From an optimization exercise on the open Yosys and OpenROAD flow, aimed at small area, a short achievable clock period and few clock cycles per item; shortcuts taken in it are not production practice. Where RTL was checked, it was by simulation tests only, not by an equivalence proof against the original. The RTL of runs 1, 2 and 7 was laid out without a check of its function.

==> flow/design.v <==
`default_nettype none
package rms_pkg;
	function automatic logic [6:0] seg_of_nibble(input logic [3:0] nibble);
		logic [6:0] seg;
		case (nibble)
			4'h0: seg = 7'h40;
			4'h1: seg = 7'h79;
			4'h2: seg = 7'h24;
			4'h3: seg = 7'h30;
			4'h4: seg = 7'h19;
			4'h5: seg = 7'h12;
			4'h6: seg = 7'h02;
			4'h7: seg = 7'h78;
			4'h8: seg = 7'h00;
			4'h9: seg = 7'h10;
			4'ha: seg = 7'h08;
			4'hb: seg = 7'h03;
			4'hc: seg = 7'h46;
			4'hd: seg = 7'h21;
			4'he: seg = 7'h06;
			default: seg = 7'h0e;
		endcase
		seg_of_nibble = seg;
	endfunction
endpackage
`default_nettype wire
`default_nettype none
module rms_top
(
	input  logic        CLOCK_50,
	input  logic        rst_n,
	input  logic        src_empty,
	input  logic [31:0] src_readdata,
	input  logic        snk_full,
	output logic        src_read,
	output logic        snk_write,
	output logic [31:0] snk_writedata,
	output logic [6:0]  hex0,
	output logic [6:0]  hex1,
	output logic [6:0]  hex2,
	output logic [6:0]  hex3,
	output logic [6:0]  hex4,
	output logic [6:0]  hex5
);
	localparam logic [14:0] BND = 15'b010_0100_1001_0000;
	logic        run_q;
	logic        pend_q;
	logic        vsk_q;
	logic [15:0] xs_q;
	logic        va_q;
	logic [15:0] xa_q;
	logic        vs_q;
	logic [34:0] s_q;
	logic [2:0]  ks_q;
	logic [2:0]  wcnt_q;
	logic        ov_q;
	logic [15:0] out_q;
	logic [3:0]  pos_q;
	logic        adv;
	logic [34:0] acc;
	assign adv = !ov_q || !snk_full;
	assign snk_write = ov_q && !snk_full;
	assign src_read = run_q && !src_empty && !vsk_q && adv;
	assign snk_writedata = {16'h0000, out_q};
	always_ff @(posedge CLOCK_50 or negedge rst_n)
	begin
		if (!rst_n)
		begin
			run_q <= 1'b0;
			pend_q <= 1'b0;
			vsk_q <= 1'b0;
			va_q <= 1'b0;
			vs_q <= 1'b0;
			wcnt_q <= '0;
		end
		else
		begin
			run_q <= 1'b1;
			pend_q <= src_read;
			if (adv)
			begin
				va_q <= pend_q || vsk_q;
				vsk_q <= 1'b0;
				vs_q <= va_q;
				if (va_q)
					wcnt_q <= wcnt_q + 3'd1;
			end
			else if (pend_q)
				vsk_q <= 1'b1;
		end
	end
	assign acc = ((wcnt_q == 3'd0) ? 35'd0 : s_q) + 35'(xa_q * xa_q);
	always_ff @(posedge CLOCK_50)
	begin
		if (pend_q && !adv)
			xs_q <= src_readdata[15:0];
		if (adv)
		begin
			xa_q <= pend_q ? src_readdata[15:0] : xs_q;
			if (va_q)
			begin
				s_q <= acc;
				ks_q <= wcnt_q;
			end
		end
	end
	logic [15:0][17:0] rem_i;
	logic [15:0][15:0] r_i;
	logic [15:0][2:0]  dr_i;
	logic [15:0][31:0] sb_i;
	logic [15:0][2:0]  kk_i;
	logic [15:0]       v_i;
	logic [15:0][17:0] rem_o;
	logic [15:0][15:0] r_o;
	logic [15:0][2:0]  dr_o;
	for (genvar j = 0; j < 16; j++)
	begin : g_step
		if (j == 0)
		begin : g_src
			assign rem_i[j] = '0;
			assign r_i[j] = '0;
			assign dr_i[j] = s_q[34:32];
			assign sb_i[j] = s_q[31:0];
			assign kk_i[j] = ks_q;
			assign v_i[j] = vs_q;
		end
		else if (BND[j-1])
		begin : g_reg
			logic [17:0] rem_q;
			logic [15:0] r_q;
			logic [2:0]  dr_q;
			logic [31:0] sb_q;
			logic [2:0]  kk_q;
			logic        v_q;
			always_ff @(posedge CLOCK_50)
			begin
				if (adv)
				begin
					rem_q <= rem_o[j-1];
					r_q <= r_o[j-1];
					dr_q <= dr_o[j-1];
					sb_q <= sb_i[j-1] & (32'hffffffff >> (2 * j));
					kk_q <= kk_i[j-1];
				end
			end
			always_ff @(posedge CLOCK_50 or negedge rst_n)
			begin
				if (!rst_n)
					v_q <= 1'b0;
				else if (adv)
					v_q <= v_i[j-1];
			end
			assign rem_i[j] = rem_q;
			assign r_i[j] = r_q;
			assign dr_i[j] = dr_q;
			assign sb_i[j] = sb_q;
			assign kk_i[j] = kk_q;
			assign v_i[j] = v_q;
		end
		else
		begin : g_pass
			assign rem_i[j] = rem_o[j-1];
			assign r_i[j] = r_o[j-1];
			assign dr_i[j] = dr_o[j-1];
			assign sb_i[j] = sb_i[j-1];
			assign kk_i[j] = kk_i[j-1];
			assign v_i[j] = v_i[j-1];
		end
		logic [3:0] v1;
		logic [3:0] v2;
		logic       q1;
		logic       q2;
		logic [2:0] d1;
		assign v1 = {dr_i[j], sb_i[j][31-2*j]};
		assign q1 = v1 > {1'b0, kk_i[j]};
		assign d1 = q1 ? 3'(v1 - {1'b0, kk_i[j]} - 4'd1) : v1[2:0];
		assign v2 = {d1, sb_i[j][30-2*j]};
		assign q2 = v2 > {1'b0, kk_i[j]};
		assign dr_o[j] = q2 ? 3'(v2 - {1'b0, kk_i[j]} - 4'd1) : v2[2:0];
		logic [j+2:0] rs;
		logic [j+1:0] tr;
		logic [j+3:0] diff;
		logic         t;
		assign rs = {rem_i[j][j:0], q1, q2};
		if (j == 0)
		begin : g_t0
			assign tr = 2'b01;
		end
		else
		begin : g_tn
			assign tr = {r_i[j][j-1:0], 2'b01};
		end
		assign diff = {1'b0, rs} - {2'b00, tr};
		assign t = !diff[j+3];
		assign rem_o[j] = 18'(t ? diff[j+1:0] : rs[j+1:0]);
		assign r_o[j] = 16'({r_i[j][14:0], t});
	end
	always_ff @(posedge CLOCK_50 or negedge rst_n)
	begin
		if (!rst_n)
		begin
			ov_q <= 1'b0;
			out_q <= '0;
			pos_q <= '0;
		end
		else if (adv)
		begin
			ov_q <= v_i[15];
			if (v_i[15])
			begin
				out_q <= r_o[15];
				pos_q <= {1'b0, kk_i[15]} + 4'd1;
			end
		end
	end
	assign hex0 = rms_pkg::seg_of_nibble(out_q[3:0]);
	assign hex1 = rms_pkg::seg_of_nibble(out_q[7:4]);
	assign hex2 = rms_pkg::seg_of_nibble(out_q[11:8]);
	assign hex3 = rms_pkg::seg_of_nibble(out_q[15:12]);
	assign hex4 = rms_pkg::seg_of_nibble(pos_q);
	assign hex5 = rms_pkg::seg_of_nibble(4'h0);
endmodule
`default_nettype wire
==> flow/run.sh <==
#!/bin/bash
# synth_recipe.tcl (not shown) runs the flow's synth.tcl, then flattens the netlist and writes it again
# the make line also repeats each setting of config.mk as NAME=value (left out here)
make -C /OpenROAD-flow-scripts/flow DESIGN_CONFIG=/design/flow/config.mk WORK_HOME=/design/flow/orfs CLKGATE_MAP_FILE= SYNTH_SCRIPT=/design/flow/synth_recipe.tcl finish
==> flow/config.mk <==
export PLATFORM = sky130hd
export DESIGN_NAME = rms_top
export DESIGN_NICKNAME = rms_top
export VERILOG_FILES = /design/flow/design.v
export SDC_FILE = /design/flow/constraint.sdc
export NUM_CORES = 4
export LEC_CHECK = 0
export CAP_MARGIN = 20
export CORE_MARGIN = 2
export CORE_UTILIZATION = 40
export SLEW_MARGIN = 20
==> flow/constraint.sdc <==
create_clock -name core_clock -period 10.0 [get_ports {CLOCK_50}]
set_input_delay 2.0000 -clock core_clock [delete_from_list [all_inputs] [get_ports {CLOCK_50}]]
set_output_delay 2.0000 -clock core_clock [all_outputs]
set_load 0.01 [all_outputs]
==> impl_metrics.toml, run 1 <==
[cts]
clkSinkCount = 259
clk_path_buf_depth = 3
h-tree-depth = 2
clkTransAtPathRegs_ps = 50
cts_tree = "done"
cts_buffers = 36
ctsHoldBuffers = 0
root_buffer = "clkbuf_16"
insertion_delay_ps = 540

[global_routing]
overflow = 0
grt.total_usage_pct = 17.4
antenna_found_initial = 1
grt_max_degree = 162
grt_pass1_wl_mm = 112
grt_pass1_vias = 22700

[cells_and_area]
instances_no_fill = 4439
final_common_cell = "inv_1"
fillers = 6964
final_cell_mix = "inv_1, ha_1, buf_4, fa_1, edfxtp_1"
layout-drive-gt1-share_pct = 19.4
area_delta_synth_final_pct = 21.4
fin_nets = 4103
antenna_cells = 0

[routing]
drt_iter0_markers = 769
detail-route-antenna-nets = 0
dr.pass1.iters = 6
detail_route.wl_per_cell_um = 15.0
viasPerCell = 5.03
totalWireLength_mm = 66.8
drc = 0
vias = 22300

[floorplanning]
fp-row-count = 100
ios = 112
die_h_um = 277
die_area_um2 = 76800
die_x_um = 277
initial_core_util_pct = 40.3
core_um2 = 74100

[critical_path]
worst_setup_path_start_kind = "register"
crit_top_cell = "ha_4"
critPathMaxFanout = 5
max_stage_delay_ps = 430
required_ps = 10290
critical_path_arrival_ps = 13710
critPathSlowestCell = "a311o_2"
cp-end-kind = "register"
worstSetupPathType = "reg2reg"

[sta]
min_period_over_period_pct = 134
worst_slew_pin_slew_ps = 893
final.min_clock_period_ps = 13430
hold_violations = 0
fin_skew_ps = 22.6
fin_ws_ps = -3430
holdWs_ps = 416
fmax_mhz = 74.5
slew_headroom_pct = 40.4
fin_setup_tns_ps = -33560
slew_viol_final = 0
setup_viol_count_final = 11
rsz0062_at_grt = "true"

[yosys]
yosysWarnings = 1
yosys.area.top_type_share_pct = 22.8
synth_cell_types = 114
synth-edff-count = 226
yosysSeqAreaShare_pct = 25.5
synthArstFlopShare_pct = 12.7
yosysTopAreaCell = "edfxtp_1"
synth_flop_cell = "edfxtp_1"
ys_ff_latch = 259
syn_area_um2 = 29800
syn_area_per_cell_um2 = 9.72
synth_area_leaders = "edfxtp_1, ha_1, fa_1, inv_1, dfrtp_1"
netlist_instances = 3069

[worst_hold_path]
min_path_type = "reg2reg"

[outcome]
violations = "negative setup slack"
status = "finished with violations"

[place]
gp_congestion = 0.862
place_inst = 4300
port_buffers = 72
dp_hpwl_mm = 53.4

[flow_run]
maxCapViolations = 0
sequential cells by signal, indices dropped and copies added (netlist names), 3 cells and up:
register,cells
g_step.genblk1.g_reg.dr_q,12
g_step.genblk1.g_reg.kk_q,12
g_step.genblk1.g_reg.r_q,38
g_step.genblk1.g_reg.rem_q,42
g_step.genblk1.g_reg.sb_q,52
g_step.genblk1.g_reg.v_q,4
ks_q,3
out_q,16
pos_q,4
s_q,35
wcnt_q,3
xa_q,16
xs_q,16
layer usage:
| metal | global-route usage [%] | wire [µm] | up-vias |
|---|---|---|---|
| met2 | 30.4 | 32700 | 296 |
| met4 | 5.13 | 1810 | 0 |
| met1 | 22.5 | 30200 | 10700 |
| met3 | 2.25 | 2020 | 112 |
| met5 | 0 | 0 | - |
| li1 | - | - | 11300 |
cell usage after synthesis (6+ instances only):
library cell and count:
mux2i_1 55, nand4_1 9, a22o_1 7, a21oi_1 146, mux2_2 68, nor2b_1 45, a211o_1 13, ha_1 397
edfxtp_1 226, fa_1 226, nand3b_1 9, nor3b_1 7, and2_1 88, or3_1 10, xor2_1 54, or2_2 16
nand2_1 200, o211a_1 6, o21ai_0 139, buf_4 24, nor4_1 7, o22ai_1 11, xnor2_1 86, inv_1 507
o41ai_1 9, dfrtp_1 33, or4_1 6, nor3_1 33, a211oi_1 24, a31oi_1 25, a21o_1 51, o21a_1 25
o21bai_1 17, nand3_1 53, clkbuf_1 49, a21boi_0 7, nand2b_1 32, a32oi_1 12, o211ai_1 10, and3_1 14
nor2_1 159, o31ai_1 18
repair_timing:
| item | CTS | global route |
|---|---|---|
| buffers inserted | 43 | 34 |
| endpoints found under the setup margin | 23 | 50 |
| resized for setup | 38 | 101 |
| cloned | 1 | 1 |
| pin swaps | 53 | 86 |
cells by family after synthesis:
kind of cell / after synthesis / share of synthesized area [%]
AO/OA/AOI/OAI: 597 / 13.4
XOR/XNOR: 140 / 4.11
AND/OR/NAND/NOR: 716 / 12.1
other: 2 / 0.0252
adder cells (fa/ha/maj): 623 / 31.8
multiplexers: 135 / 5.14
flip-flops: 259 / 25.5
buffers and inverters: 597 / 7.90
through the flow:
step / setup WS (ps) / utilization [%] / area, µm²
final: -3430 / 48.9 / 36200
after floorplan: -4660 / - / 30400
after CTS: -3480 / 47.9 / 35500
after global routing: -4070 / 48.9 / 36200
after detailed placement: -3920 / 45.6 / 33700
after global placement: -3570 / 45.6 / 33700
worst max-delay path: cells and delay by family (launching register included):
kind            cells  cell delay, ps
simple gates       21            2760
compound gates     33            5790
buf+inv             8             720
xor+xnor            1             120
mux                 4             800
fa+ha+maj          11            2550
flops               1             390
cell type report:
class                   count  area, µm²  area share (%)
multi-input cells        2236      21000            58.0
flip-flops and latches    259       7610            21.0
repair buffers            394       3190            8.80
inverters                 516       1960            5.41
well taps                 969       1210            3.35
clock buffers              42        955            2.64
clock inverters            22        284           0.784
repair inverters            1       7.51          0.0207
final timing paths:
check	start	endpoint	slack [ps]	depth (start not counted)
setup / recovery	ks_q[2]$_DFFE_PP_	g_step[5].genblk1.g_reg.rem_q[4]$_DFFE_PN_	-3430	78
hold / removal	g_step[5].genblk1.g_reg.sb_q[9]$_DFFE_PN_	g_step[8].genblk1.g_reg.sb_q[9]$_DFFE_PN_	420	0
setup reg to reg	ks_q[2]$_DFFE_PP_	g_step[5].genblk1.g_reg.rem_q[4]$_DFFE_PN_	-3430	78
hold reg to reg	g_step[5].genblk1.g_reg.sb_q[9]$_DFFE_PN_	g_step[8].genblk1.g_reg.sb_q[9]$_DFFE_PN_	420	0
max in group asynchronous	rst_n	vsk_q$_DFFE_PN0P_	7980	2
min in group asynchronous	rst_n	out_q[10]$_DFFE_PN0P_	1580	2
==> inputs of run 2 (changes only) <==
--- a/flow/config.mk
+++ b/flow/config.mk
@@ -7,2 +7,3 @@
 export LEC_CHECK = 0
+export ABC_CLOCK_PERIOD_IN_PS = 4000
 export CAP_MARGIN = 20
@@ -10,2 +11,3 @@
 export CORE_UTILIZATION = 40
+export SETUP_SLACK_MARGIN = 5
 export SLEW_MARGIN = 20
==> impl_metrics.toml, run 2 <==
[outcome]
status = "finished with violations"
violations = "negative setup slack"

[worst_hold_path]
min_path_type = "reg2reg"
min_from = "g_step[5].genblk1.g_reg.sb_q[4]$_DFFE_PN_"
hold_path_depth = 0
min_to = "g_step[8].genblk1.g_reg.sb_q[4]$_DFFE_PN_"

[cells_and_area]
fin_area_um2 = 40100
fin_nets = 4299
area_delta_synth_final_pct = 34.6
layout-drive-gt1-share_pct = 32.0
largest_reg_flops = 52
utilization_pct = 54.2
reg.largest.list = "g_step.genblk1.g_reg.sb_q x52, g_step.genblk1.g_reg.rem_q x42, g_step.genblk1.g_reg.r_q x38"
multi_input_area_um2 = 23000
instances_no_fill = 4634
final_common_cell = "inv_1"
fillers = 6438
final_cell_mix = "inv_1, buf_4, ha_1, edfxtp_1, fa_1"
antenna_cells = 0
regMostFlops = "g_step.genblk1.g_reg.sb_q"
seq_area_um2 = 7610

[cts]
clkTransAtPathRegs_ps = 70
clkSinkCount = 259
cts_tree = "done"
insertion_delay_ps = 600
clk_path_buf_depth = 3
cts_buffers = 31
h-tree-depth = 1
root_buffer = "clkbuf_16"
ctsHoldBuffers = 0

[sta]
rsz0062_at_grt = "true"
holdWs_ps = 417
fin_skew_ps = 17.8
setup_viol_count_final = 11
worst_slew_pin_slew_ps = 963
final.min_clock_period_ps = 13560
fin_ws_ps = -3560
hold_violations = 0
slew_viol_final = 0
fmax_mhz = 73.7
min_period_over_period_pct = 136
slew_headroom_pct = 35.8

[floorplanning]
die_h_um = 277
core_um2 = 74100
fp-row-count = 100
ios = 112
initial_core_util_pct = 40.3
die_x_um = 277
die_area_um2 = 76800

[yosys]
synth_area_leaders = "edfxtp_1, ha_1, fa_1, inv_1, dfrtp_1"
synth-edff-count = 226
ys_ff_latch = 259
syn_area_per_cell_um2 = 9.72
yosysSeqAreaShare_pct = 25.5
synth_flop_cell = "edfxtp_1"
synthArstFlopShare_pct = 12.7
syn_area_um2 = 29800
synth_most_common_cell = "inv_1"
synth_cell_types = 114
yosysWarnings = 1
yosysTopAreaCell = "edfxtp_1"
netlist_instances = 3069
synth_commonest_cells = "inv_1, ha_1, edfxtp_1, fa_1, nand2_1"
yosys.area.top_type_share_pct = 22.8

[routing]
dr.pass1.iters = 5
drc = 0
vias = 23400
detail_route.wl_per_cell_um = 16.4
drt_iter0_markers = 994
totalWireLength_mm = 76.1
detail-route-antenna-nets = 0
viasPerCell = 5.04

[critical_path]
cp-end-kind = "register"
reg2reg_slack_ps = -3560
required_ps = 10340
worstSetupPathType = "reg2reg"
r2r-end = "g_step[5].genblk1.g_reg.rem_q[4]$_DFFE_PN_"
critPathSlowestCell = "a311o_2"
r2r-start = "ks_q[1]$_DFFE_PP_"
max_stage_delay_ps = 430
ff2ff_path_depth = 79
critical_path_arrival_ps = 13900
crit_top_cell = "ha_4"
critPathMaxFanout = 6
worst_setup_path_start_kind = "register"

[flow_run]
maxCapViolations = 0

[global_routing]
grt_max_degree = 78
antenna_found_initial = 1
grt_pass1_vias = 23700
grt.total_usage_pct = 19.1
overflow = 0
grt_pass1_wl_mm = 121

[place]
port_buffers = 72
place_inst = 4291
dp_hpwl_mm = 56.1
place_area_um2 = 34400
gp_congestion = 0.868
==> run 2: cell count changes in the layout (fill, tap and decap cells not counted), moves of 19 or more <==
cell	previous run	this run
inv_2	17	46
o21ai_2	10	32
inv_1	491	449
buf_6	11	108
ha_4	23	70
a21oi_1	125	89
nor2_4	4	23
nor2_1	148	121
a21oi_2	15	37
ha_1	372	325
o21ai_0	114	85
nand2_1	193	163
buf_4	310	401
==> run 2: cell type report <==
class | count | share of cell area [%]
flip-flops and latches | 259 | 19.0
well taps | 969 | 3.02
clock inverters | 23 | 0.707
multi-input cells | 2236 | 57.4
repair inverters | 1 | 0.0281
clock buffers | 35 | 1.99
inverters | 516 | 5.01
repair buffers | 595 | 12.9
==> run 2: stage by stage <==
stage	TNS, ps	worst slack [ps]
after global routing	-43380	-4160
after CTS	-34790	-3500
after detailed placement	-42220	-3800
after floorplan	-46890	-4660
final	-35520	-3560
after global placement	-38390	-3490
==> run 2: worst max-delay path, delay by kind of cell, from the launching register on <==
family / cells / cell delay [ps]
buffers and inverters: 9 / 810
DFF: 1 / 390
AOI/OAI and AO/OA: 34 / 5580
adders and majority gates: 11 / 2690
and+or+nand+nor: 19 / 2570
muxes: 5 / 1160
xor gates and xnor gates: 1 / 120
==> run 2: kinds of logic after synthesis <==
kind of cell | after synthesis | synth area share [%]
simple gates | 716 | 12.1
fa+ha+maj | 623 | 31.8
compound gates | 597 | 13.4
buf+inv | 597 | 7.90
flops | 259 | 25.5
xor+xnor | 140 | 4.11
mux | 135 | 5.14
other cells | 2 | 0.0252
==> run 2: worst max path at each step <==
| stage | start | endpoint | cells past startpoint |
|---|---|---|---|
| 2_1_floorplan | ks_q[1]$_DFFE_PP_ | g_step[5].genblk1.g_reg.rem_q[4]$_DFFE_PN_ | 76 |
| 3_3_place_gp | s_q[33]$_DFFE_PP_ | g_step[5].genblk1.g_reg.rem_q[4]$_DFFE_PN_ | 71 |
| 3_5_place_dp | s_q[33]$_DFFE_PP_ | g_step[5].genblk1.g_reg.rem_q[3]$_DFFE_PN_ | 71 |
| 4_1_cts | ks_q[1]$_DFFE_PP_ | g_step[5].genblk1.g_reg.rem_q[4]$_DFFE_PN_ | 76 |
| 5_1_grt | ks_q[1]$_DFFE_PP_ | g_step[5].genblk1.g_reg.rem_q[4]$_DFFE_PN_ | 79 |
| 6_report | ks_q[1]$_DFFE_PP_ | g_step[5].genblk1.g_reg.rem_q[4]$_DFFE_PN_ | 79 |
==> run 2: metal layers <==
layer | vias up | GRT usage, % | part of all wire [%]
li1 | 11600 | - | -
met1 | 11300 | 24.1 | 44
met2 | 265 | 34.8 | 51
met3 | 109 | 1.58 | 2.0
met4 | 0 | 5.45 | 2.9
met5 | - | 0 | 0
==> run 2: what timing repair did <==
| item | in CTS | in global routing |
|---|---|---|
| setup endpoints to repair | 94 | 91 |
| pin swaps | 247 | 184 |
| gates cloned | 2 | 1 |
| buffers inserted | 209 | 73 |
| resized for setup | 334 | 204 |
==> inputs of run 3 (changes only) <==
--- a/flow/design.v
+++ b/flow/design.v
@@ -44,3 +44,3 @@
 );
-	localparam logic [14:0] BND = 15'b010_0100_1001_0000;
+	localparam logic [14:0] BND = 15'b010_1010_1010_1010;
 	logic        run_q;
--- a/flow/config.mk
+++ b/flow/config.mk
@@ -7,3 +7,2 @@
 export LEC_CHECK = 0
-export ABC_CLOCK_PERIOD_IN_PS = 4000
 export CAP_MARGIN = 20
==> impl_metrics.toml, run 3 <==
[global_routing]
grt_pass1_wl_mm = 125
overflow = 0
grt.total_usage_pct = 17.9
grt_pass1_vias = 24700
antenna_found_initial = 0
grt_max_degree = 75

[yosys]
synth_cell_types = 101
yosysSeqAreaShare_pct = 33.6
synth_commonest_cells = "inv_1, ha_1, edfxtp_1"
synthArstFlopShare_pct = 9.50
ys_ff_latch = 379
syn_area_per_cell_um2 = 10.5
synth_area_leaders = "edfxtp_1, ha_1, fa_1, inv_1, dfrtp_1"
synth_flop_cell = "edfxtp_1"
syn_area_um2 = 33300
synth_most_common_cell = "inv_1"
netlist_instances = 3177
yosys.area.top_type_share_pct = 30.9
yosysTopAreaCell = "edfxtp_1"
yosysWarnings = 1
synth-edff-count = 343

[sta]
setup_viol_count_final = 0
worst_slew_pin_slew_ps = 978
slew_headroom_pct = 34.8
final.min_clock_period_ps = 6370
slew_viol_final = 0
rsz0062_at_grt = "true"
min_period_over_period_pct = 63.7
fin_skew_ps = 15.7
fin_setup_tns_ps = 0
fmax_mhz = 157
hold_violations = 0

[cells_and_area]
reg.largest.list = "g_step.genblk1.g_reg.sb_q x112, g_step.genblk1.g_reg.rem_q x63, g_step.genblk1.g_reg.r_q x56"
final_cell_mix = "inv_1, buf_4, edfxtp_1, ha_1, fa_1"
largest_reg_flops = 112
layout-drive-gt1-share_pct = 28.9
fillers = 7046
fin_area_um2 = 43200
final_common_cell = "inv_1"
regMostFlops = "g_step.genblk1.g_reg.sb_q"
fin_nets = 4351
area_delta_synth_final_pct = 29.7
antenna_cells = 0

[routing]
drt_iter0_markers = 1084
dr.pass1.iters = 6
viasPerCell = 5.07
vias = 24300
totalWireLength_mm = 78.1
detail-route-antenna-nets = 0
drc = 0
detail_route.wl_per_cell_um = 16.3

[worst_hold_path]
min_to = "g_step[4].genblk1.g_reg.sb_q[15]$_DFFE_PN_"
hold_path_depth = 0
min_path_type = "reg2reg"
min_from = "g_step[2].genblk1.g_reg.sb_q[15]$_DFFE_PN_"

[critical_path]
ff2ff_path_depth = 24
cp-end-kind = "register"
worstSetupPathType = "reg2reg"
critical_path_arrival_ps = 6690
required_ps = 10320
r2r-start = "xa_q[9]$_DFFE_PN_"
worst_setup_path_start_kind = "register"
reg2reg_slack_ps = 3630
critPathMaxFanout = 7
r2r-end = "s_q[33]$_DFFE_PP_"

[cts]
insertion_delay_ps = 580
ctsHoldBuffers = 0
clkSinkCount = 379
root_buffer = "clkbuf_16"
cts_tree = "done"
clk_path_buf_depth = 3
h-tree-depth = 2
cts_buffers = 42
clkTransAtPathRegs_ps = 60

[floorplanning]
core_um2 = 82200
ios = 112
initial_core_util_pct = 40.5
fp-row-count = 105
die_x_um = 293
die_area_um2 = 85700
die_h_um = 293

[place]
dp_hpwl_mm = 53.4
place_area_um2 = 36000
port_buffers = 72
gp_congestion = 0.855

[flow_run]
maxCapViolations = 0

[outcome]
status = "complete, no violations"
## run 3: layout make-up
type,instances,area (µm²),share of cell area [%]
Timing Repair Buffer,516,4500,10.4
Tap cell,1070,1340,3.10
Multi-Input combinational cell,2231,22800,52.7
Timing Repair inverter,1,8.76,0.0203
Inverter,517,2000,4.62
Clock buffer,50,1120,2.60
Sequential cell,379,11200,25.9
Clock inverter,27,269,0.622
## run 3: per-stage QoR
stage / utilization, % / cells / setup WS (ps) / hold WS (ps)
2_1_floorplan: - / 3199 / 3280 / 400
3_3_place_gp: 43.8 / 4273 / 2110 / 401
3_5_place_dp: 43.8 / 4273 / 2110 / 405
4_1_cts: 50.5 / 4701 / 3600 / 415
5_1_grt: 52.6 / 4791 / 3310 / 424
6_report: 52.6 / 4791 / 3630 / 413
## run 3: critical path, cell delays in order (launching register included)
cell and delay (ps):
edfxtp_1 420, buf_12 160, buf_12 130, and2_4 130, fa_1 470, fa_1 510
inv_1 50, fa_1 480, inv_1 50, fa_1 470, inv_1 50, fa_1 510
inv_2 50, fa_1 510, ha_4 320, nand2_2 50, or3_4 380, a21oi_4 150
o211ai_1 110, buf_4 160, o211ai_1 270, a41o_1 330, nand3_2 110, a21oi_2 170
xor2_1 70
## run 3: logic make-up after synthesis
group	after synthesis	synth area share (%)
flops	379	33.6
xor+xnor	150	3.94
buf+inv	593	7.06
other cells	2	0.0225
simple gates	705	10.3
mux	135	4.56
fa+ha+maj	627	28.6
compound gates	586	11.9
## run 3: how the worst max path moves through the flow
stage,depth (start not counted),start,to
2_1_floorplan,36,g_step[12].genblk1.g_reg.kk_q[1]$_DFFE_PN_,g_step[14].genblk1.g_reg.rem_q[12]$_DFFE_PN_
3_3_place_gp,33,g_step[10].genblk1.g_reg.kk_q[1]$_DFFE_PN_,g_step[12].genblk1.g_reg.rem_q[10]$_DFFE_PN_
3_5_place_dp,33,g_step[10].genblk1.g_reg.kk_q[1]$_DFFE_PN_,g_step[12].genblk1.g_reg.rem_q[10]$_DFFE_PN_
4_1_cts,33,g_step[12].genblk1.g_reg.dr_q[0]$_DFFE_PN_,g_step[14].genblk1.g_reg.rem_q[14]$_DFFE_PN_
5_1_grt,33,g_step[12].genblk1.g_reg.dr_q[0]$_DFFE_PN_,g_step[14].genblk1.g_reg.rem_q[14]$_DFFE_PN_
6_report,24,xa_q[9]$_DFFE_PN_,s_q[33]$_DFFE_PP_
## run 3: layer usage
layer	up-vias	track usage, %	wire length (µm)	part of all wire, %
met5	-	0	0	0
met4	0	5.02	1990	2.5
met3	121	1.75	2010	2.6
met2	365	32.5	40200	51
met1	11900	22.4	33900	43
li1	11900	-	-	-
## run 3: what timing repair did
action / 4_1_cts / 5_1_grt
cloned: 5 / 1
setup buffers: 346 / 89
endpoints found under the setup margin: 120 / 118
gates resized for setup: 291 / 203
pin swaps: 193 / 176
Testbench counts of run 3, summed over its fixed seeds: cycles 4,184, items 4,096.
==> inputs of run 4 (changes only) <==
--- a/flow/design.v
+++ b/flow/design.v
@@ -44,3 +44,3 @@
 );
-	localparam logic [14:0] BND = 15'b010_1010_1010_1010;
+	localparam logic [14:0] BND = 15'b010_1010_1010_0100;
 	logic        run_q;
@@ -91,3 +91,19 @@
 	end
-	assign acc = ((wcnt_q == 3'd0) ? 35'd0 : s_q) + 35'(xa_q * xa_q);
+	assign acc = ((wcnt_q == 3'd0) ? 35'd0 : s_q) +
+		35'({32{xa_q[0]}} & (((32'(xa_q) >> 1) << 2) | (32'd1 << 0))) +
+		35'({32{xa_q[1]}} & (((32'(xa_q) >> 2) << 4) | (32'd1 << 2))) +
+		35'({32{xa_q[2]}} & (((32'(xa_q) >> 3) << 6) | (32'd1 << 4))) +
+		35'({32{xa_q[3]}} & (((32'(xa_q) >> 4) << 8) | (32'd1 << 6))) +
+		35'({32{xa_q[4]}} & (((32'(xa_q) >> 5) << 10) | (32'd1 << 8))) +
+		35'({32{xa_q[5]}} & (((32'(xa_q) >> 6) << 12) | (32'd1 << 10))) +
+		35'({32{xa_q[6]}} & (((32'(xa_q) >> 7) << 14) | (32'd1 << 12))) +
+		35'({32{xa_q[7]}} & (((32'(xa_q) >> 8) << 16) | (32'd1 << 14))) +
+		35'({32{xa_q[8]}} & (((32'(xa_q) >> 9) << 18) | (32'd1 << 16))) +
+		35'({32{xa_q[9]}} & (((32'(xa_q) >> 10) << 20) | (32'd1 << 18))) +
+		35'({32{xa_q[10]}} & (((32'(xa_q) >> 11) << 22) | (32'd1 << 20))) +
+		35'({32{xa_q[11]}} & (((32'(xa_q) >> 12) << 24) | (32'd1 << 22))) +
+		35'({32{xa_q[12]}} & (((32'(xa_q) >> 13) << 26) | (32'd1 << 24))) +
+		35'({32{xa_q[13]}} & (((32'(xa_q) >> 14) << 28) | (32'd1 << 26))) +
+		35'({32{xa_q[14]}} & (((32'(xa_q) >> 15) << 30) | (32'd1 << 28))) +
+		35'({32{xa_q[15]}} & (((32'(xa_q) >> 16) << 32) | (32'd1 << 30)));
 	always_ff @(posedge CLOCK_50)
@@ -106,2 +122,20 @@
 	end
+	function automatic logic [3:0] dstep(input logic [2:0] r, input logic b, input logic [1:0] mm);
+		logic q;
+		logic [2:0] n;
+		logic c1;
+		logic c2;
+		c1 = !mm[0];
+		c2 = !mm[1];
+		case (mm)
+			2'd0: q = b;
+			2'd1: q = r[1] | (r[0] & b);
+			2'd2: q = r[2] | (r[1] & (r[0] | b));
+			default: q = r[2] | (r[1] & r[0] & b);
+		endcase
+		n[0] = b ^ q;
+		n[1] = r[0] ^ (q & (c1 ^ b));
+		n[2] = r[1] ^ (q & (c2 ^ ((r[0] & c1) | (r[0] & b) | (c1 & b))));
+		dstep = {q, n};
+	endfunction
 	logic [15:0][17:0] rem_i;
@@ -109,3 +143,4 @@
 	logic [15:0][2:0]  dr_i;
-	logic [15:0][31:0] sb_i;
+	logic [15:0][31:0] qs_i;
+	logic [15:0][1:0]  mm_i;
 	logic [15:0][2:0]  kk_i;
@@ -115,2 +150,18 @@
 	logic [15:0][2:0]  dr_o;
+	logic [15:0][31:0] qs_o;
+	logic [34:0] sh;
+	logic [1:0]  mm0;
+	always_comb
+	begin
+		case (ks_q)
+			3'd0: begin sh = s_q;       mm0 = 2'd0; end
+			3'd1: begin sh = s_q >> 1;  mm0 = 2'd0; end
+			3'd2: begin sh = s_q;       mm0 = 2'd1; end
+			3'd3: begin sh = s_q >> 2;  mm0 = 2'd0; end
+			3'd4: begin sh = s_q;       mm0 = 2'd2; end
+			3'd5: begin sh = s_q >> 1;  mm0 = 2'd1; end
+			3'd6: begin sh = s_q;       mm0 = 2'd3; end
+			default: begin sh = s_q >> 3; mm0 = 2'd0; end
+		endcase
+	end
 	for (genvar j = 0; j < 16; j++)
@@ -119,6 +170,11 @@
 		begin : g_src
+			logic [3:0] a1;
+			logic [3:0] a2;
+			assign a1 = dstep(sh[34:32], sh[31], mm0);
+			assign a2 = dstep(a1[2:0], sh[30], mm0);
 			assign rem_i[j] = '0;
 			assign r_i[j] = '0;
-			assign dr_i[j] = s_q[34:32];
-			assign sb_i[j] = s_q[31:0];
+			assign dr_i[j] = a2[2:0];
+			assign qs_i[j] = {a1[3], a2[3], sh[29:0]};
+			assign mm_i[j] = mm0;
 			assign kk_i[j] = ks_q;
@@ -131,3 +187,4 @@
 			logic [2:0]  dr_q;
-			logic [31:0] sb_q;
+			logic [31:0] qs_q;
+			logic [1:0]  mm_q;
 			logic [2:0]  kk_q;
@@ -141,3 +198,4 @@
 					dr_q <= dr_o[j-1];
-					sb_q <= sb_i[j-1] & (32'hffffffff >> (2 * j));
+					qs_q <= qs_o[j-1] & (32'hffffffff >> (2 * j));
+					mm_q <= mm_i[j-1];
 					kk_q <= kk_i[j-1];
@@ -155,3 +213,4 @@
 			assign dr_i[j] = dr_q;
-			assign sb_i[j] = sb_q;
+			assign qs_i[j] = qs_q;
+			assign mm_i[j] = mm_q;
 			assign kk_i[j] = kk_q;
@@ -164,3 +223,4 @@
 			assign dr_i[j] = dr_o[j-1];
-			assign sb_i[j] = sb_i[j-1];
+			assign qs_i[j] = qs_o[j-1];
+			assign mm_i[j] = mm_i[j-1];
 			assign kk_i[j] = kk_i[j-1];
@@ -168,13 +228,21 @@
 		end
-		logic [3:0] v1;
-		logic [3:0] v2;
-		logic       q1;
-		logic       q2;
-		logic [2:0] d1;
-		assign v1 = {dr_i[j], sb_i[j][31-2*j]};
-		assign q1 = v1 > {1'b0, kk_i[j]};
-		assign d1 = q1 ? 3'(v1 - {1'b0, kk_i[j]} - 4'd1) : v1[2:0];
-		assign v2 = {d1, sb_i[j][30-2*j]};
-		assign q2 = v2 > {1'b0, kk_i[j]};
-		assign dr_o[j] = q2 ? 3'(v2 - {1'b0, kk_i[j]} - 4'd1) : v2[2:0];
+		if (j < 15)
+		begin : g_div
+			logic [3:0] b1;
+			logic [3:0] b2;
+			assign b1 = dstep(dr_i[j], qs_i[j][29-2*j], mm_i[j]);
+			assign b2 = dstep(b1[2:0], qs_i[j][28-2*j], mm_i[j]);
+			assign dr_o[j] = b2[2:0];
+			always_comb
+			begin
+				qs_o[j] = qs_i[j];
+				qs_o[j][29-2*j] = b1[3];
+				qs_o[j][28-2*j] = b2[3];
+			end
+		end
+		else
+		begin : g_nodiv
+			assign dr_o[j] = '0;
+			assign qs_o[j] = qs_i[j];
+		end
 		logic [j+2:0] rs;
@@ -183,3 +251,3 @@
 		logic         t;
-		assign rs = {rem_i[j][j:0], q1, q2};
+		assign rs = {rem_i[j][j:0], qs_i[j][31-2*j -: 2]};
 		if (j == 0)
==> impl_metrics.toml, run 4 <==
[yosys]
yosysTopAreaCell = "edfxtp_1"
syn_area_um2 = 29200
yosys.area.top_type_share_pct = 32.4
ys_ff_latch = 351
synth_cell_types = 103
syn_area_per_cell_um2 = 9.87
synthArstFlopShare_pct = 9.97
synth_most_common_cell = "edfxtp_1"
yosysWarnings = 2
synth-edff-count = 316
netlist_instances = 2962
synth_commonest_cells = "edfxtp_1, ha_1, inv_1"
synth_flop_cell = "edfxtp_1"
synth_area_leaders = "edfxtp_1, ha_1, fa_1, xnor2_1, a21oi_1"
yosysSeqAreaShare_pct = 35.4

[cells_and_area]
antenna_cells = 0
fin_nets = 3731
seq_area_um2 = 10400
reg.largest.list = "g_step.genblk1.g_reg.qs_q x86, g_step.genblk1.g_reg.rem_q x59, g_step.genblk1.g_reg.r_q x53"
area_delta_synth_final_pct = 27.1
final_common_cell = "edfxtp_1"
layout-drive-gt1-share_pct = 23.7
final_cell_mix = "edfxtp_1, ha_1, buf_4, inv_1, nor2_1"
fillers = 6309
multi_input_area_um2 = 19600
regMostFlops = "g_step.genblk1.g_reg.qs_q"
largest_reg_flops = 86

[critical_path]
worstSetupPathType = "reg2reg"
required_ps = 10320
critical_path_arrival_ps = 7140
worst_setup_path_start_kind = "register"
critPathMaxFanout = 8
cp-end-kind = "register"

[sta]
rsz0062_at_grt = "true"
hold_violations = 0
setup_viol_count_final = 0
worst_slew_pin_slew_ps = 1010
fin_setup_tns_ps = 0
slew_viol_final = 0
slew_headroom_pct = 32.6
min_period_over_period_pct = 68.1
fmax_mhz = 147
final.min_clock_period_ps = 6810
fin_skew_ps = 18.4

[floorplanning]
die_x_um = 274
initial_core_util_pct = 40.2
die_h_um = 274
fp-row-count = 99
die_area_um2 = 75300
core_um2 = 72700
ios = 112

[global_routing]
overflow = 0
grt_pass1_vias = 23200
grt.total_usage_pct = 18.5
grt_max_degree = 171
grt_pass1_wl_mm = 115
antenna_found_initial = 0

[cts]
h-tree-depth = 2
clk_path_buf_depth = 3
cts_tree = "done"
root_buffer = "clkbuf_16"
insertion_delay_ps = 590
clkSinkCount = 351
cts_buffers = 42
clkTransAtPathRegs_ps = 60

[place]
dp_hpwl_mm = 46.4
gp_congestion = 0.866
port_buffers = 72

[routing]
detail-route-antenna-nets = 0
dr.pass1.iters = 5
drt_iter0_markers = 1156
viasPerCell = 5.35
vias = 22900
totalWireLength_mm = 70.8
drc = 0
detail_route.wl_per_cell_um = 16.5

[worst_hold_path]
min_path_type = "reg2reg"

[flow_run]
maxCapViolations = 0

[outcome]
status = "complete, no violations"
## run 4: per-stage QoR
stage / area (µm²) / util [%] / instances / setup WS [ps] / hold slack [ps]
3_5_place_dp: 31300 / 43.1 / 3907 / 2040 / 405
6_report: 37200 / 51.1 / 4278 / 3190 / 407
4_1_cts: 35700 / 49.1 / 4182 / 3200 / 396
5_1_grt: 37200 / 51.1 / 4278 / 2870 / 401
2_1_floorplan: 30000 / - / 2984 / 3480 / 400
3_3_place_gp: 31300 / 43.1 / 3907 / 2150 / 401
## run 4: final cells by class
cell class	instances	area share (%)
tap	959	3.23
inverter	262	2.78
sequential	351	27.9
timing repair inverter	3	0.0438
clock buffer	51	2.97
clock inverter	27	1.15
timing repair buffer	371	9.08
multi-input combinational	2254	52.9
## run 4: path summary, 6_finish.rpt
kind,to,startpoint,depth (start not counted),slack (ps)
max in group asynchronous,wcnt_q[2]$_DFFE_PN0P_,rst_n,1,7860
setup / recovery,g_step[3].genblk1.g_reg.dr_q[2]$_DFFE_PN_,s_q[32]$_DFFE_PP_,26,3190
min in group asynchronous,pend_q$_DFF_PN0_,rst_n,1,1540
hold reg to reg,g_step[6].genblk1.g_reg.qs_q[5]$_DFFE_PN_,g_step[3].genblk1.g_reg.qs_q[5]$_DFFE_PN_,0,410
setup reg to reg,g_step[3].genblk1.g_reg.dr_q[2]$_DFFE_PN_,s_q[32]$_DFFE_PP_,26,3190
hold / removal,g_step[6].genblk1.g_reg.qs_q[5]$_DFFE_PN_,g_step[3].genblk1.g_reg.qs_q[5]$_DFFE_PN_,0,410
## run 4: critical path, stage by stage, from the launching register on
cell and delay (ps):
edfxtp_1 560, buf_4 180, nand2_2 60, a2111oi_4 450
a211oi_4 100, xnor2_4 260, o21ai_4 140, a2111oi_4 350
mux2i_1 110, a311o_2 450, buf_6 150, a2111oi_4 420
o22a_1 240, a2bb2oi_1 210, o21ai_2 110, o211ai_1 430
nand3_1 220, a31o_1 240, nand4_1 180, o2111a_1 270
nand3b_4 100, a211oi_4 330, a21boi_2 120, xnor2_2 180
o311a_4 350, a311oi_4 230, xnor2_1 90
## run 4: cell families (layout without fill, tap and decap cells)
logic type      count (synthesis)  after routing  synth area share, %
flops                         351            351                 35.4
compound gates                717            717                 16.3
fa+ha+maj                     411            411                 20.3
xor+xnor                      188            188                 5.72
other cells                     2             24               0.0257
buf+inv                       386            714                 5.35
mux                            85             85                 3.32
simple gates                  822            829                 13.5
## run 4: metal layers
layer / GRT usage [%] / share of wire [%] / vias to the layer above
met5: 0 / 0 / -
met4: 6.36 / 3.2 / 0
met3: 2.26 / 3.2 / 125
met2: 34.7 / 53 / 423
met1: 21.6 / 41 / 11200
li1: - / - / 11200
## run 4: repair_timing
item,CTS,global route
setup endpoints to repair,109,107
gates resized for setup,256,158
hold buffers,0,0
setup buffers,180,96
gates cloned,17,0
pin swaps,151,183
Testbench counts of run 4, summed over its fixed seeds: cycles 4,176, items 4,096.
==> inputs of run 5 (changes only) <==
--- a/flow/config.mk
+++ b/flow/config.mk
@@ -7,2 +7,3 @@
 export LEC_CHECK = 0
+export ABC_AREA = 1
 export CAP_MARGIN = 20
@@ -10,3 +11,2 @@
 export CORE_UTILIZATION = 40
-export SETUP_SLACK_MARGIN = 5
 export SLEW_MARGIN = 20
==> impl_metrics.toml, run 5 <==
[cts]
clkTransAtPathRegs_ps = 60
cts_resized = 0
clk_path_buf_depth = 3
ctsHoldBuffers = 0
root_buffer = "clkbuf_16"
cts_buffers = 41
post_cts.repair.setup_buffers = 0
clkSinkCount = 351
insertion_delay_ps = 590
h-tree-depth = 2
cts_tree = "done"

[yosys]
synthArstFlopShare_pct = 9.97
yosysTopAreaCell = "edfxtp_1"
yosysWarnings = 2
yosys.area.top_type_share_pct = 33.4
syn_area_per_cell_um2 = 8.80
synth_commonest_cells = "nand2_1, inv_1, edfxtp_1"
netlist_instances = 3231
yosysSeqAreaShare_pct = 36.5
synth_cell_types = 64
synth-edff-count = 316
ys_ff_latch = 351
synth_most_common_cell = "nand2_1"
synth_flop_cell = "edfxtp_1"
synth_area_leaders = "edfxtp_1, ha_1, nand2_1, fa_1, inv_1"
syn_area_um2 = 28400

[global_routing]
grt.busiest_layer = "met2"
met2_usage_pct = 27.0
grt_util_met1_pct = 18.5
grt_pass1_wl_mm = 93.2
antenna_found_initial = 0
overflow = 0
met3_usage_pct = 1.97
grt_max_degree = 79
grt_pass1_vias = 20300
grt.total_usage_pct = 14.9

[floorplanning]
ios = 112
fp-row-count = 97
die_area_um2 = 73200
initial_core_util_pct = 40.5
core_um2 = 70100
die_x_um = 271
die_h_um = 271

[sta]
rsz0062_at_grt = "false"
fin_ws_ps = 2400
setup_viol_count_final = 0
worst_slew_pin_slew_ps = 928
slew_headroom_pct = 38.2
fin_skew_ps = 18.7
fin_setup_tns_ps = 0
fmax_mhz = 132
slew_viol_final = 0
hold_violations = 0
min_period_over_period_pct = 76.0
final.min_clock_period_ps = 7600

[routing]
drt_iter0_markers = 919
detail-route-antenna-nets = 0
totalWireLength_mm = 53.0
viasPerCell = 4.78
detail_route.wl_per_cell_um = 12.4
drc = 0
dr.pass1.iters = 5
vias = 20400

[critical_path]
cp-end-kind = "register"
max_stage_delay_ps = 470
critPathMaxFanout = 22
worst_setup_path_start_kind = "register"
critical_path_arrival_ps = 7930
required_ps = 10330
worstSetupPathType = "reg2reg"
crit_top_cell = "a21oi_1"
critPathSlowestCell = "fa_1"

[worst_hold_path]
min_path_type = "reg2reg"

[cells_and_area]
final_common_cell = "nand2_1"
regMostFlops = "g_step.genblk1.g_reg.qs_q"
final_cell_mix = "nand2_1, inv_1, edfxtp_1, ha_1, o21ai_0"
fin_nets = 3737
layout-drive-gt1-share_pct = 5.48
reg.largest.list = "g_step.genblk1.g_reg.qs_q x86, g_step.genblk1.g_reg.rem_q x59, g_step.genblk1.g_reg.r_q x53"
instances_no_fill = 4261
antenna_cells = 0
largest_reg_flops = 86
area_delta_synth_final_pct = 10.5

[place]
gp_congestion = 0.829
dpl_worst_slack_ps = 2410
port_buffers = 72
place_inst = 4188
dp_hpwl_mm = 40.6

[outcome]
status = "complete, no violations"

[flow_run]
maxCapViolations = 0
## run 5: changes by cell type in the layout (fill, tap and decap cells not counted), moves of 56 or more
cell     before  now
nand2_1     206  701
inv_1       233  485
buf_4       242   16
o21ai_0     104  220
and2_1      109    6
xor2_1       50  153
a21oi_1     135  217
nand3_1      30  106
xnor2_1     115   44
nor2_1      209  153
## run 5: path summary, 6_finish.rpt
check | from | end | slack [ps] | cells after the start
setup / recovery | wcnt_q[0]$_DFFE_PN0P_ | s_q[33]$_DFFE_PP_ | 2400 | 40
hold / removal | g_step[10].genblk1.g_reg.qs_q[4]$_DFFE_PN_ | g_step[12].genblk1.g_reg.qs_q[4]$_DFFE_PN_ | 410 | 0
setup reg to reg | wcnt_q[0]$_DFFE_PN0P_ | s_q[33]$_DFFE_PP_ | 2400 | 40
hold reg to reg | g_step[10].genblk1.g_reg.qs_q[4]$_DFFE_PN_ | g_step[12].genblk1.g_reg.qs_q[4]$_DFFE_PN_ | 410 | 0
max in group asynchronous | rst_n | out_q[3]$_DFFE_PN0P_ | 7890 | 1
min in group asynchronous | rst_n | pos_q[3]$_DFFE_PN0P_ | 1540 | 1
## run 5: final cells by class
class,count,area (µm²)
clock inverters,19,233
fillers,6894,38700
inverters,504,1890
clock buffers,54,1070
repair buffers,88,836
flip-flops and latches,351,10400
multi-input cells,2305,15800
well taps,940,1180
## run 5: cells by family (layout without fill, tap and decap cells)
logic type,Yosys count,count (layout),synth area share [%]
AO/OA/AOI/OAI,605,605,12.3
AND/OR/NAND/NOR,1065,1065,15.9
other,2,24,0.0264
flip-flops,351,351,36.5
buffers and inverters,597,665,8.24
XOR/XNOR,201,201,6.30
adder cells (fa/ha/maj),410,410,20.8
## run 5: per-layer routing
layer	vias to the layer above	wire length, µm
li1	10800	-
met1	9314	24200
met2	222	25900
met3	68	1670
met4	0	1090
met5	-	0
## run 5: per-stage QoR
stage	hold WS [ps]	instance area, µm²	utilization [%]
after detailed placement	405	30100	42.9
final	414	31400	44.8
after global routing	415	31400	44.8
after floorplan	400	28500	-
after CTS	414	31400	44.8
after global placement	400	30100	42.9
## run 5: critical path, delay by kind of cell, from the launching register on
family / cells / cell delay [ps]
simple gates: 12 / 1210
buf+inv: 5 / 660
compound gates: 15 / 2380
fa+ha+maj: 7 / 2530
xor+xnor: 1 / 110
flops: 1 / 410
==> inputs of run 6 (changes only) <==
--- a/flow/config.mk
+++ b/flow/config.mk
@@ -11,2 +11,3 @@
 export CORE_UTILIZATION = 40
+export SETUP_SLACK_MARGIN = 5
 export SLEW_MARGIN = 20
==> impl_metrics.toml, run 6 <==
[outcome]
status = "complete, no violations"

[floorplanning]
initial_core_util_pct = 40.5
die_h_um = 271
ios = 112
core_um2 = 70100
die_x_um = 271
fp-row-count = 97
die_area_um2 = 73200

[yosys]
yosysTopAreaCell = "edfxtp_1"
synthArstFlopShare_pct = 9.97
synth_area_leaders = "edfxtp_1, ha_1, nand2_1, fa_1, inv_1"
ys_ff_latch = 351
netlist_instances = 3231
yosysSeqAreaShare_pct = 36.5
syn_area_per_cell_um2 = 8.80
syn_area_um2 = 28400
synth_commonest_cells = "nand2_1, inv_1, edfxtp_1"
yosysWarnings = 2
synth_cell_types = 64
synth_flop_cell = "edfxtp_1"
yosys.area.top_type_share_pct = 33.4
synth_most_common_cell = "nand2_1"
synth-edff-count = 316

[sta]
slew_viol_final = 0
fin_skew_ps = 18.9
hold_violations = 0
setup_viol_count_final = 0
fmax_mhz = 157
fin_setup_tns_ps = 0
final.min_clock_period_ps = 6360
min_period_over_period_pct = 63.6
rsz0062_at_grt = "true"
worst_slew_pin_slew_ps = 990
slew_headroom_pct = 33.3

[worst_hold_path]
hold_path_depth = 0
min_from = "g_step[3].genblk1.g_reg.qs_q[0]$_DFFE_PN_"
min_to = "g_step[6].genblk1.g_reg.qs_q[0]$_DFFE_PN_"
min_path_type = "reg2reg"

[cells_and_area]
instances_no_fill = 4598
utilization_pct = 51.9
fin_nets = 4072
layout-drive-gt1-share_pct = 23.1
largest_reg_flops = 86
regMostFlops = "g_step.genblk1.g_reg.qs_q"
final_cell_mix = "nand2_1, inv_1, edfxtp_1, ha_1, buf_4"
area_delta_synth_final_pct = 27.9
antenna_cells = 0
reg.largest.list = "g_step.genblk1.g_reg.qs_q x86, g_step.genblk1.g_reg.rem_q x59, g_step.genblk1.g_reg.r_q x53"
final_common_cell = "nand2_1"

[routing]
viasPerCell = 4.91
dr.pass1.iters = 5
vias = 22600
totalWireLength_mm = 64.7
drc = 0
detail-route-antenna-nets = 0
drt_iter0_markers = 1028
detail_route.wl_per_cell_um = 14.1

[cts]
cts_tree = "done"
clkTransAtPathRegs_ps = 60
clkSinkCount = 351
root_buffer = "clkbuf_16"
h-tree-depth = 2
insertion_delay_ps = 580
cts_buffers = 41
ctsHoldBuffers = 0
clk_path_buf_depth = 3

[global_routing]
antenna_found_initial = 1
grt.total_usage_pct = 17.1
grt_pass1_vias = 22100
grt_pass1_wl_mm = 105
overflow = 0
grt_max_degree = 89

[critical_path]
critical_path_buf_inv_count = 7
max_stage_delay_ps = 580
critical_path_arrival_ps = 6680
crit_top_cell = "a21oi_2"
r2r-end = "s_q[28]$_DFFE_PP_"
cp-end-kind = "register"
r2r-start = "wcnt_q[0]$_DFFE_PN0P_"
ff2ff_path_depth = 34
critPathTopFamily = "adder cells"
critPathSlowestCell = "fa_1"
worst_setup_path_start_kind = "register"
worstSetupPathType = "reg2reg"
cp.depth = 34
reg2reg_slack_ps = 3640
critPathMaxFanout = 6
required_ps = 10320

[place]
gp_congestion = 0.823
place_inst = 4185
dp_hpwl_mm = 40.8
port_buffers = 72

[flow_run]
maxCapViolations = 0
==> run 6: layout make-up <==
cell class / instances / area (µm²)
repair buffers: 412 / 3730
multi-input cells: 2313 / 17700
repair inverters: 3 / 21.3
clock inverters: 24 / 287
fillers: 6408 / 33800
clock buffers: 51 / 1100
inverters: 504 / 1970
well taps: 940 / 1180
flip-flops and latches: 351 / 10400
==> run 6: worst max-delay path by stage <==
stage                                     start                                         to
after floorplan           wcnt_q[0]$_DFFE_PN0P_                          s_q[34]$_DFFE_PP_
after detailed placement  wcnt_q[0]$_DFFE_PN0P_                          s_q[34]$_DFFE_PP_
after CTS                 wcnt_q[0]$_DFFE_PN0P_                          s_q[33]$_DFFE_PP_
after global placement    wcnt_q[0]$_DFFE_PN0P_                          s_q[34]$_DFFE_PP_
final                     wcnt_q[0]$_DFFE_PN0P_                          s_q[28]$_DFFE_PP_
after global routing          ks_q[0]$_DFFE_PP_  g_step[3].genblk1.g_reg.dr_q[2]$_DFFE_PN_
==> run 6: metrics by stage <==
step	hold WS [ps]	area (µm²)	setup WS, ps
CTS	412	34700	3690
global route	425	36400	3210
finish	413	36400	3640
global placement	401	30500	2930
detailed placement	405	30500	2890
floorplan	400	29000	3800
==> run 6: metal layers <==
| layer | vias to the layer above | global-route usage, % | wire length, µm |
|---|---|---|---|
| met5 | - | 0 | 0 |
| met4 | 0 | 5.95 | 2040 |
| met3 | 132 | 2.13 | 2070 |
| met2 | 340 | 30.7 | 32800 |
| met1 | 10700 | 21.0 | 27800 |
| li1 | 11500 | - | - |
==> run 6: cells by family (layout without fill, tap and decap cells) <==
| kind of cell | count (synthesis) | after routing | share of synthesized area (%) |
|---|---|---|---|
| xor+xnor | 201 | 201 | 6.30 |
| buf+inv | 597 | 994 | 8.24 |
| fa+ha+maj | 410 | 410 | 20.8 |
| simple gates | 1065 | 1073 | 15.9 |
| flops | 351 | 351 | 36.5 |
| other cells | 2 | 24 | 0.0264 |
| compound gates | 605 | 605 | 12.3 |
==> run 6: timing repair <==
item,CTS,global route
setup buffers,226,91
resized for setup,216,255
pin swaps,132,206
endpoints found under the hold margin,0,0
setup endpoints to repair,88,101
cloned,15,5
==> run 6: worst reg2reg max path: cells and delay by family (launching register included) <==
| family | cells | cell delay (ps) |
|---|---|---|
| DFF | 1 | 370 |
| adders and majority gates | 7 | 2700 |
| xor gates and xnor gates | 1 | 130 |
| buffers and inverters | 7 | 690 |
| AOI/OAI and AO/OA | 13 | 1720 |
| and+or+nand+nor | 6 | 490 |
==> inputs of run 7 (changes only) <==
--- a/flow/design.v
+++ b/flow/design.v
@@ -51,4 +51,6 @@
 	logic [15:0] xa_q;
+	logic        vq_q;
+	logic [31:0] sq_q;
+	logic [34:0] s_q;
 	logic        vs_q;
-	logic [34:0] s_q;
 	logic [2:0]  ks_q;
@@ -59,3 +61,4 @@
 	logic        adv;
-	logic [34:0] acc;
+	logic [31:0] sq;
+	logic [34:0] s_new;
 	assign adv = !ov_q || !snk_full;
@@ -72,2 +75,3 @@
 			va_q <= 1'b0;
+			vq_q <= 1'b0;
 			vs_q <= 1'b0;
@@ -83,4 +87,5 @@
 				vsk_q <= 1'b0;
-				vs_q <= va_q;
-				if (va_q)
+				vq_q <= va_q;
+				vs_q <= vq_q;
+				if (vq_q)
 					wcnt_q <= wcnt_q + 3'd1;
@@ -91,19 +96,20 @@
 	end
-	assign acc = ((wcnt_q == 3'd0) ? 35'd0 : s_q) +
-		35'({32{xa_q[0]}} & (((32'(xa_q) >> 1) << 2) | (32'd1 << 0))) +
-		35'({32{xa_q[1]}} & (((32'(xa_q) >> 2) << 4) | (32'd1 << 2))) +
-		35'({32{xa_q[2]}} & (((32'(xa_q) >> 3) << 6) | (32'd1 << 4))) +
-		35'({32{xa_q[3]}} & (((32'(xa_q) >> 4) << 8) | (32'd1 << 6))) +
-		35'({32{xa_q[4]}} & (((32'(xa_q) >> 5) << 10) | (32'd1 << 8))) +
-		35'({32{xa_q[5]}} & (((32'(xa_q) >> 6) << 12) | (32'd1 << 10))) +
-		35'({32{xa_q[6]}} & (((32'(xa_q) >> 7) << 14) | (32'd1 << 12))) +
-		35'({32{xa_q[7]}} & (((32'(xa_q) >> 8) << 16) | (32'd1 << 14))) +
-		35'({32{xa_q[8]}} & (((32'(xa_q) >> 9) << 18) | (32'd1 << 16))) +
-		35'({32{xa_q[9]}} & (((32'(xa_q) >> 10) << 20) | (32'd1 << 18))) +
-		35'({32{xa_q[10]}} & (((32'(xa_q) >> 11) << 22) | (32'd1 << 20))) +
-		35'({32{xa_q[11]}} & (((32'(xa_q) >> 12) << 24) | (32'd1 << 22))) +
-		35'({32{xa_q[12]}} & (((32'(xa_q) >> 13) << 26) | (32'd1 << 24))) +
-		35'({32{xa_q[13]}} & (((32'(xa_q) >> 14) << 28) | (32'd1 << 26))) +
-		35'({32{xa_q[14]}} & (((32'(xa_q) >> 15) << 30) | (32'd1 << 28))) +
-		35'({32{xa_q[15]}} & (((32'(xa_q) >> 16) << 32) | (32'd1 << 30)));
+	assign sq =
+		({32{xa_q[0]}} & (((32'(xa_q) >> 1) << 2) | (32'd1 << 0))) +
+		({32{xa_q[1]}} & (((32'(xa_q) >> 2) << 4) | (32'd1 << 2))) +
+		({32{xa_q[2]}} & (((32'(xa_q) >> 3) << 6) | (32'd1 << 4))) +
+		({32{xa_q[3]}} & (((32'(xa_q) >> 4) << 8) | (32'd1 << 6))) +
+		({32{xa_q[4]}} & (((32'(xa_q) >> 5) << 10) | (32'd1 << 8))) +
+		({32{xa_q[5]}} & (((32'(xa_q) >> 6) << 12) | (32'd1 << 10))) +
+		({32{xa_q[6]}} & (((32'(xa_q) >> 7) << 14) | (32'd1 << 12))) +
+		({32{xa_q[7]}} & (((32'(xa_q) >> 8) << 16) | (32'd1 << 14))) +
+		({32{xa_q[8]}} & (((32'(xa_q) >> 9) << 18) | (32'd1 << 16))) +
+		({32{xa_q[9]}} & (((32'(xa_q) >> 10) << 20) | (32'd1 << 18))) +
+		({32{xa_q[10]}} & (((32'(xa_q) >> 11) << 22) | (32'd1 << 20))) +
+		({32{xa_q[11]}} & (((32'(xa_q) >> 12) << 24) | (32'd1 << 22))) +
+		({32{xa_q[12]}} & (((32'(xa_q) >> 13) << 26) | (32'd1 << 24))) +
+		({32{xa_q[13]}} & (((32'(xa_q) >> 14) << 28) | (32'd1 << 26))) +
+		({32{xa_q[14]}} & (((32'(xa_q) >> 15) << 30) | (32'd1 << 28))) +
+		({32{xa_q[15]}} & (((32'(xa_q) >> 16) << 32) | (32'd1 << 30)));
+	assign s_new = ((wcnt_q == 3'd0) ? 35'd0 : s_q) + 35'(sq_q);
 	always_ff @(posedge CLOCK_50)
@@ -115,5 +121,6 @@
 			xa_q <= pend_q ? src_readdata[15:0] : xs_q;
-			if (va_q)
-			begin
-				s_q <= acc;
+			sq_q <= sq;
+			if (vq_q)
+			begin
+				s_q <= s_new;
 				ks_q <= wcnt_q;
@@ -145,3 +152,2 @@
 	logic [15:0][1:0]  mm_i;
-	logic [15:0][2:0]  kk_i;
 	logic [15:0]       v_i;
@@ -179,3 +185,2 @@
 			assign mm_i[j] = mm0;
-			assign kk_i[j] = ks_q;
 			assign v_i[j] = vs_q;
@@ -189,3 +194,2 @@
 			logic [1:0]  mm_q;
-			logic [2:0]  kk_q;
 			logic        v_q;
@@ -200,3 +204,2 @@
 					mm_q <= mm_i[j-1];
-					kk_q <= kk_i[j-1];
 				end
@@ -215,3 +218,2 @@
 			assign mm_i[j] = mm_q;
-			assign kk_i[j] = kk_q;
 			assign v_i[j] = v_q;
@@ -225,3 +227,2 @@
 			assign mm_i[j] = mm_i[j-1];
-			assign kk_i[j] = kk_i[j-1];
 			assign v_i[j] = v_i[j-1];
@@ -279,3 +280,3 @@
 				out_q <= r_o[15];
-				pos_q <= {1'b0, kk_i[15]} + 4'd1;
+				pos_q <= (pos_q[2:0] == 3'd0) ? 4'd1 : pos_q + 4'd1;
 			end
==> impl_metrics.toml, run 7 <==
[place]
gp_congestion = 0.840
dp_hpwl_mm = 39.7
place_inst = 4325

[routing]
detail_route.wl_per_cell_um = 14.1
viasPerCell = 4.96
drt_iter0_markers = 1225
drc = 0
totalWireLength_mm = 69.1
detail-route-antenna-nets = 0
dr.pass1.iters = 6

[cts]
ctsHoldBuffers = 0
clkSinkCount = 365
root_buffer = "clkbuf_16"
insertion_delay_ps = 590
cts_buffers = 43

[critical_path]
reg2reg_slack_ps = 4140
worst_setup_path_start_kind = "register"
critPathMaxFanout = 8
worstSetupPathType = "reg2reg"
critPathSlowestCell = "edfxtp_1"
required_ps = 10340
crit_top_cell = "nand2_2"
critical_path_arrival_ps = 6210

[cells_and_area]
instances_no_fill = 4903
antenna_cells = 0
regMostFlops = "g_step.genblk1.g_reg.qs_q"
final_common_cell = "nand2_1"
area_delta_synth_final_pct = 32.3
layout-drive-gt1-share_pct = 26.0
fillers = 6251
largest_reg_flops = 86
fin_nets = 4332

[global_routing]
grt_pass1_vias = 23600
antenna_found_initial = 1
overflow = 0
grt_pass1_wl_mm = 109
grt_max_degree = 87
met3_usage_pct = 2.13
grt.busiest_layer = "met2"
grt.total_usage_pct = 17.1

[yosys]
synth_most_common_cell = "nand2_1"
syn_area_um2 = 29100
yosysSeqAreaShare_pct = 37.1
netlist_instances = 3361
yosysWarnings = 2
synthArstFlopShare_pct = 9.86
yosys.area.top_type_share_pct = 34.0
synth_commonest_cells = "nand2_1, inv_1, edfxtp_1"
synth_flop_cell = "edfxtp_1"
synth_area_leaders = "edfxtp_1, ha_1, nand2_1, inv_1, fa_1"
syn_area_per_cell_um2 = 8.65
synth_cell_types = 71
ys_ff_latch = 365

[outcome]
status = "complete, no violations"

[sta]
setup_viol_count_final = 0
rsz0062_at_grt = "true"
fmax_mhz = 171
fin_skew_ps = 15.5
min_period_over_period_pct = 58.6
slew_headroom_pct = 31.1
final.min_clock_period_ps = 5860
slew_viol_final = 0
hold_violations = 0

[floorplanning]
die_h_um = 274
fp-row-count = 98
initial_core_util_pct = 40.5
ios = 112

[flow_run]
maxCapViolations = 0

[worst_hold_path]
min_path_type = "reg2reg"
[run 7: cell types whose count changed after synthesis, sizes merged, moves of 5 or more]
cell    before  now
nand4        7   12
o21ai      235  243
ha         304  299
fa         106   79
a21oi      224  245
nand3b       7   13
xnor2       44   50
nand3      119  138
nand2      728  776
edfxtp     316  329
nor2       161  178
xor2       157  171
[run 7: through the flow]
stage	hold WS, ps	setup WS, ps	util, %	area, µm²
3_5_place_dp	405	3480	43.0	30800
5_1_grt	415	3740	53.6	38500
3_3_place_gp	400	3450	43.0	30800
4_1_cts	404	4260	50.3	36000
6_report	409	4140	53.6	38500
2_1_floorplan	400	4830	-	29400
[run 7: layer usage]
layer	up-vias	routed length [µm]
met2	497	36400
met1	11400	28400
met5	-	0
li1	12300	-
met4	0	1910
met3	138	2430
[run 7: what timing repair did]
item,CTS,global route
pin swaps,169,234
resized for setup,231,409
buffers inserted,377,102
hold endpoints to repair,0,0
endpoints found under the setup margin,81,106
cloned,14,4
[run 7: cell type report]
class | count | area, µm² | area share [%]
Multi-Input combinational cell | 2426 | 17900 | 46.6
Sequential cell | 365 | 10800 | 28.0
Timing Repair Buffer | 575 | 5230 | 13.6
Inverter | 504 | 1960 | 5.09
Tap cell | 950 | 1190 | 3.09
Clock buffer | 59 | 1160 | 3.01
Clock inverter | 21 | 211 | 0.550
Timing Repair inverter | 3 | 15.0 | 0.0390
[run 7: final timing paths]
check                                                              to                                        from  cells past startpoint
max in group asynchronous                       out_q[10]$_DFFE_PN0P_                                       rst_n                      1
min                        g_step[6].genblk1.g_reg.qs_q[14]$_DFFE_PN_  g_step[3].genblk1.g_reg.qs_q[14]$_DFFE_PN_                      0
min reg2reg                g_step[6].genblk1.g_reg.qs_q[14]$_DFFE_PN_  g_step[3].genblk1.g_reg.qs_q[14]$_DFFE_PN_                      0
max                        g_step[3].genblk1.g_reg.qs_q[24]$_DFFE_PN_                           ks_q[0]$_DFFE_PP_                     56
min in group asynchronous     g_step[6].genblk1.g_reg.v_q$_DFFE_PN0N_                                       rst_n                      1
max reg2reg                g_step[3].genblk1.g_reg.qs_q[24]$_DFFE_PN_                           ks_q[0]$_DFFE_PP_                     56
[run 7: logic make-up (layout without fill, tap and decap cells)]
kind of cell,Yosys count,count (layout),share of synthesized area (%)
adder cells (fa/ha/maj),378,378,18.3
other,2,24,0.0258
XOR/XNOR,221,221,6.76
AO/OA/AOI/OAI,632,632,12.6
AND/OR/NAND/NOR,1163,1170,17.1
multiplexers,1,1,0.0344
buffers and inverters,599,1162,8.13
flip-flops,365,365,37.1
[run 7: critical path, delay by kind of cell (launching register included)]
kind	cells	cell delay, ps
simple gates	48	4060
compound gates	3	530
flops	1	380
buf+inv	5	590

==> port drivers added, routing unchanged <==
How much do the figures lean on ideal ports? The routed layouts below were timed once more, with nothing changed but the port constraints. Step 1 assumes that a clkbuf_16 drives the clock port and a buf_2 every other input. Step 2 also shifts input and output timing later by t, the mid clock arrival at the registers, as if the neighbouring blocks saw the same clock. Three values: no drivers, after step 1, after step 2; two values: the first two.
run	shift t [ns]	slack for setup (ns)	pins driven straight from the clock port
run 1	0.589	-3.427 / -3.427 / -3.427	1
run 2	0.650	-3.565 / -3.565 / -3.565	1
run 3	0.625	3.630 / 3.630 / 3.630	1
run 4	0.639	3.187 / 3.187 / 3.187	1
run 5	0.637	2.401 / 2.401 / 2.401	1
run 6	0.629	3.642 / 3.642 / 3.642	1
run 7	0.644	4.135 / 4.135 / 4.135	1
